Context: an optimization exercise on an open-source flow, tuned for small area, a short achievable clock period and few clock cycles per item. The choices shown serve that exercise and are no tape-out recipe. In this exercise RTL edits were held to simulation tests only and were not proved equivalent to the original.

==> flow/design.v (excerpt) <==
module triangle_setup #(
  parameter int COORD_WIDTH   = 16,
  parameter int COEF_WIDTH    = 2*COORD_WIDTH+3,
  parameter int SCREEN_X_SIZE = 800,
  parameter int SCREEN_Y_SIZE = 600,
  parameter int CNT_WIDTH     = 16
) (
  input  logic                                    clk,
  input  logic                                    reset_n,
  input  logic                                    in_valid,
  output logic                                    in_ready,
  input  logic [2:0][1:0][COORD_WIDTH-1:0]        vertexes,
  input  logic [1:0]                              cull_mode,
  output logic                                    out_valid,
  input  logic                                    out_ready,
  output logic [2:0][COORD_WIDTH:0]               edge_a,
  output logic [2:0][COORD_WIDTH:0]               edge_b,
  output logic [2:0][COEF_WIDTH-1:0]              edge_c,
  output logic [COEF_WIDTH-1:0]                   area2,
  output logic [COORD_WIDTH-1:0]                  bbox_xmin,
  output logic [COORD_WIDTH-1:0]                  bbox_xmax,
  output logic [COORD_WIDTH-1:0]                  bbox_ymin,
  output logic [COORD_WIDTH-1:0]                  bbox_ymax,
  input  logic                                    stats_clr,
  output logic [CNT_WIDTH-1:0]                    cnt_in,
  output logic [CNT_WIDTH-1:0]                    cnt_out,
  output logic [CNT_WIDTH-1:0]                    cnt_culled,
  output logic                                    idle
);
Size: ~460 I/O pins.
Settings: LEC_CHECK=0, ABC_AREA=1, CAP_MARGIN=20, CORE_MARGIN=2, CORE_UTILIZATION=30, SETUP_SLACK_MARGIN=3.75, SLEW_MARGIN=20; clock period 8.5 ns.
standard.sh (not shown) runs the stock make flow with config.mk's settings and CLKGATE_MAP_FILE= SYNTH_SCRIPT=/design/flow/synth_recipe.tcl, a recipe that flattens the netlist after the stock synthesis.
==> flow/flow/run.sh <==
#!/bin/bash
# The standard layout (standard.sh: standard synthesis, floorplan, place,
# CTS, route, finish), with one change: the buffers that placement puts on
# every input and output port are made from sky130_fd_sc_hd__buf_1 rather
# than the cell buffer_ports picks by default. Timing repair still resizes
# them as needed. The full make/OpenROAD/Yosys output goes to standard.log;
# ORFS's per-step logs stay under orfs/logs/.
set -euo pipefail
export BUFFER_PORTS_ARGS="-buffer_cell sky130_fd_sc_hd__buf_1"
bash standard.sh > standard.log 2>&1
The baseline ran to the end with no violations.
Testbench counts at the start, summed over its fixed seeds: cycles 24,032, items 24,000.
Change:
==> flow/run.sh (new file) <==
#!/bin/bash
# synth_recipe.tcl (not shown) runs the flow's synth.tcl, then flattens the netlist and writes it again
# the make line also repeats each setting of config.mk as NAME=value (left out here)
make -C /OpenROAD-flow-scripts/flow DESIGN_CONFIG=/design/flow/config.mk WORK_HOME=/design/flow/orfs CLKGATE_MAP_FILE= SYNTH_SCRIPT=/design/flow/synth_recipe.tcl finish
SETUP_SLACK_MARGIN = 3.5   (was 3.75)
removed: flow/flow/run.sh
removed: flow/standard.sh
After rerunning: The new run completed with no timing, DRC or antenna violations; wire length falls by 0.74%; final area increases by 1.1%; hold slack gets worse by 0.013 ns; clock-buffer cell count is lower by 6.


## v57
triangle_setup again, from the RTL that the note above started with.
make LEC_CHECK=0 ABC_AREA=1 CAP_MARGIN=20 CORE_MARGIN=2 CORE_UTILIZATION=30 SETUP_SLACK_MARGIN=2.5 SLEW_MARGIN=20 finish   # period 8.5 ns
run.sh (not shown) runs the stock make flow with config.mk's settings and CLKGATE_MAP_FILE= SYNTH_SCRIPT=/design/flow/synth_recipe.tcl, a recipe that flattens the netlist after the stock synthesis.
Stock flow here: none of the scripts above is used.
No stage failed in v57, and the final checks on the layout all came back clean.
Testbench counts of v57, summed over its fixed seeds: cycles 24,032, items 24,000.
Setup changes, v57 to v21
- SETUP_SLACK_MARGIN no longer set, was 2.5
==> comparison <==
Per the comparison of v21 with v57, cell area neither gained nor lost much, arrival time of the worst setup path moved up, floorplan core area held steady, half-perimeter wire length after placement grew by about 0.5%.
Mux contribution to synthesized area came out exactly the same in v57 and v21.
Edits applied to the flow inputs when going from v21 to v42:
- an added SETUP_SLACK_MARGIN of 3.5
- a change of CORE_UTILIZATION from 30 to 50
## What came out
Cell area of v42 exceeds that of v21 slightly.
Run comparison: v42 launching instance or port of the critical path x_q[18]$_DFFE_PN_; v21 launching instance or port of the critical path s_q[32]$_DFFE_PN_
Sort v21 and v42 by number of tap instances, descending, and v21 comes first.
Diff v21 -> v42 | area of the placeable core | decrease of about 40%
For v50, these inputs were changed with respect to v42:
- swapping 50 for 30 in CORE_UTILIZATION
- clearing SETUP_SLACK_MARGIN, which used to be 3.5
- clearing ABC_AREA, which used to be 1
Findings:
v50 closes out successfully: all stages finished, all timing, DRC and antenna checks passed.
v50 — filler cell count about 80% higher, v42 as reference
Changes observed in v50 relative to v42: hold slack now sits lower; cell count now sits lower.
v50 vs v42 — detailed-route wire length per cell dropped by more than 10%
Between v42 and v50, mean instance size in the synthesized netlist is lower for v42, v50 comes in above that.
v50 vs v42 — number of cells upsized or downsized after cts dropped 125.
Depth of the most critical reg-to-reg path (higher): v50
The count of clock buffers in the final design number comes out lower for v50 vs v42.
The most common cell after layout, fill and taps aside comes out sky130_fd_sc_hd__xnor2_1 in one run and sky130_fd_sc_hd__inv_1 in the other, namely in v50 and v42 respectively.
Of the two values seen for path type of the worst setup path, reg -> out was produced by v50 and reg -> reg by v42.
Non-clock buffer count down 124 in v50 wrt v42


triangle_setup, a different RTL version from the one above (not shown whole).
For scale: roughly 820 flip-flops.
==> flow/config.mk <==
export PLATFORM = sky130hd
export DESIGN_NAME = triangle_setup
export DESIGN_NICKNAME = triangle_setup
export VERILOG_FILES = /design/flow/design.v
export SDC_FILE = /design/flow/constraint.sdc
export NUM_CORES = 4
export LEC_CHECK = 0
export ABC_AREA = 1
export CAP_MARGIN = 20
export CORE_MARGIN = 2
export CORE_UTILIZATION = 30
export SETUP_SLACK_MARGIN = 3.75
export SLEW_MARGIN = 20
==> flow/constraint.sdc <==
create_clock -name core_clock -period 8.5 [get_ports {clk}]
set_input_delay 1.7000 -clock core_clock [delete_from_list [all_inputs] [get_ports {clk}]]
set_output_delay 1.7000 -clock core_clock [all_outputs]
set_load 0.01 [all_outputs]
standard.sh (not shown) runs the stock make flow with config.mk's settings and CLKGATE_MAP_FILE= SYNTH_SCRIPT=/design/flow/synth_recipe.tcl, a recipe that flattens the netlist after the stock synthesis.
==> flow/flow/run.sh <==
#!/bin/bash
# The standard layout (standard.sh: standard synthesis, floorplan, place,
# CTS, route, finish), with one change: the buffers that placement puts on
# every input and output port are made from sky130_fd_sc_hd__buf_1 rather
# than the cell buffer_ports picks by default. Timing repair still resizes
# them as needed. The full make/OpenROAD/Yosys output goes to standard.log;
# ORFS's per-step logs stay under orfs/logs/.
set -euo pipefail
export BUFFER_PORTS_ARGS="-buffer_cell sky130_fd_sc_hd__buf_1"
bash standard.sh > standard.log 2>&1
Testbench counts at the start, summed over its fixed seeds: cycles 24,032, items 24,000.
Change:
==> flow/run.sh (new file) <==
#!/bin/bash
# synth_recipe.tcl (not shown) runs the flow's synth.tcl, then flattens the netlist and writes it again
# the make line also repeats each setting of config.mk as NAME=value (left out here)
make -C /OpenROAD-flow-scripts/flow DESIGN_CONFIG=/design/flow/config.mk WORK_HOME=/design/flow/orfs CLKGATE_MAP_FILE= SYNTH_SCRIPT=/design/flow/synth_recipe.tcl finish
--- a/flow/config.mk
+++ b/flow/config.mk
@@ -10,4 +10,4 @@
 export CORE_MARGIN = 2
 export CORE_UTILIZATION = 30
-export SETUP_SLACK_MARGIN = 3.75
+export SETUP_SLACK_MARGIN = 3.5
 export SLEW_MARGIN = 20
removed: flow/flow/run.sh
removed: flow/standard.sh
Effect:
- global-route usage rises by 0.63 points
- first-iteration DRC count came out lower by 0.87%
- worst setup slack is worse by 170 ps
- clock skew fell by 17 ps
- fmax came out lower by 3.4%
- hold slack stays flat
- die area stays the same
- area after synthesis stays the same
- critical path depth went down by 1
Change:
==> flow/flow/run.sh (new file) <==
#!/bin/bash
# The standard layout (standard.sh: standard synthesis, floorplan, place,
# CTS, route, finish), with one change: the buffers that placement puts on
# every input and output port are made from sky130_fd_sc_hd__buf_1 rather
# than the cell buffer_ports picks by default. Timing repair still resizes
# them as needed. The full make/OpenROAD/Yosys output goes to standard.log;
# ORFS's per-step logs stay under orfs/logs/.
set -euo pipefail
export BUFFER_PORTS_ARGS="-buffer_cell sky130_fd_sc_hd__buf_1"
export RECOVER_POWER=100
bash standard.sh > standard.log 2>&1
==> flow/standard.sh (new file) <==
#!/bin/bash
# synth_recipe.tcl (not shown) runs the flow's synth.tcl, then flattens the netlist and writes it again
# the make line also repeats each setting of config.mk as NAME=value (left out here)
make -C /OpenROAD-flow-scripts/flow DESIGN_CONFIG=/design/flow/config.mk WORK_HOME=/design/flow/orfs CLKGATE_MAP_FILE= SYNTH_SCRIPT=/design/flow/synth_recipe.tcl "${@:-finish}"
--- a/flow/config.mk
+++ b/flow/config.mk
@@ -10,4 +10,4 @@
 export CORE_MARGIN = 2
 export CORE_UTILIZATION = 30
-export SETUP_SLACK_MARGIN = 3.5
+export SETUP_SLACK_MARGIN = 4.0
 export SLEW_MARGIN = 20
removed: flow/run.sh
Now the flow completed, yet does not pass: capacitance limit, slew limit.
Non-clock buffer count came out higher by 154.
Setup slack degrades by 1700 ps.
Routed wire length came out lower slightly.
Critical path depth came out higher by 1.
Sequential share of layout area stays flat.
Change:
==> flow/run.sh (new file) <==
#!/bin/bash
# synth_recipe.tcl (not shown) runs the flow's synth.tcl, then flattens the netlist and writes it again
# the make line also repeats each setting of config.mk as NAME=value (left out here)
make -C /OpenROAD-flow-scripts/flow DESIGN_CONFIG=/design/flow/config.mk WORK_HOME=/design/flow/orfs CLKGATE_MAP_FILE= SYNTH_SCRIPT=/design/flow/synth_recipe.tcl finish
--- a/flow/config.mk
+++ b/flow/config.mk
@@ -10,4 +10,4 @@
 export CORE_MARGIN = 2
 export CORE_UTILIZATION = 30
-export SETUP_SLACK_MARGIN = 4.0
+export SETUP_SLACK_MARGIN = 4.25
 export SLEW_MARGIN = 20
removed: flow/flow/run.sh
removed: flow/standard.sh
Outcome:
- The changed run went through all stages and came out clean
- worst setup slack gets better by 2000 ps
- clock-buffer cell count came out higher by 1
- non-clock buffer count rises by 276
- design area came out higher by roughly a tenth
- sequential cell count is unchanged
- die area stays the same
- wire length rises by a little under a tenth
- sequential share of layout area fell by 2.4 points

[separate check: timing with driven ports]
No port has a modelled driver above. Below, the same layouts with a new extraction and two added sets of constraints.
Step 1 sets driving cells, clkbuf_16 on the clock port and buf_2 on the other inputs (assumed; they add their load-dependent delay and slew).
Step 2 adds t to the input delays and takes it off the output delays; t is the mean of the earliest and latest rising clock arrival at the registers after step 1. Input paths then give back, and output paths get back, about the clock's delay inside the block.
a / b / c = ideal / step 1 / step 2; a / b = the first two.
run | t, ns | slack for setup (ns) | worst setup path after step 2 | pins driven straight from the clock port
the first run of note 1 | 0.865 | 3.714 / 3.664 / 3.714 | register to register | 1
the second run of note 1 | 0.864 | 3.547 / 3.477 / 3.524 | input to register | 1
v57 | 0.860 | 2.838 / 2.742 / 2.877 | register to register | 1
v21 | 0.865 | 2.354 / 2.251 / 2.898 | register to register | 1
v42 | 0.813 | 3.521 / 3.498 / 2.942 | input to register | 1
v50 | 0.857 | 0.793 / 0.711 / 1.568 | register to output | 1
the first run of note 3 | 0.845 | 3.729 / 3.729 / 3.729 | register to register | 1
the second run of note 3 | 0.857 | 3.560 / 3.540 / 3.352 | input to register | 1
the third run of note 3 | 0.867 | 1.816 / 1.816 / 1.462 | input to register | 1
the fourth run of note 3 | 0.865 | 3.858 / 3.752 / 3.738 | input to register | 1
For v42, which loses most, drivers alone change the setup slack by -0.023 ns; drivers and shift together by -0.579 ns.
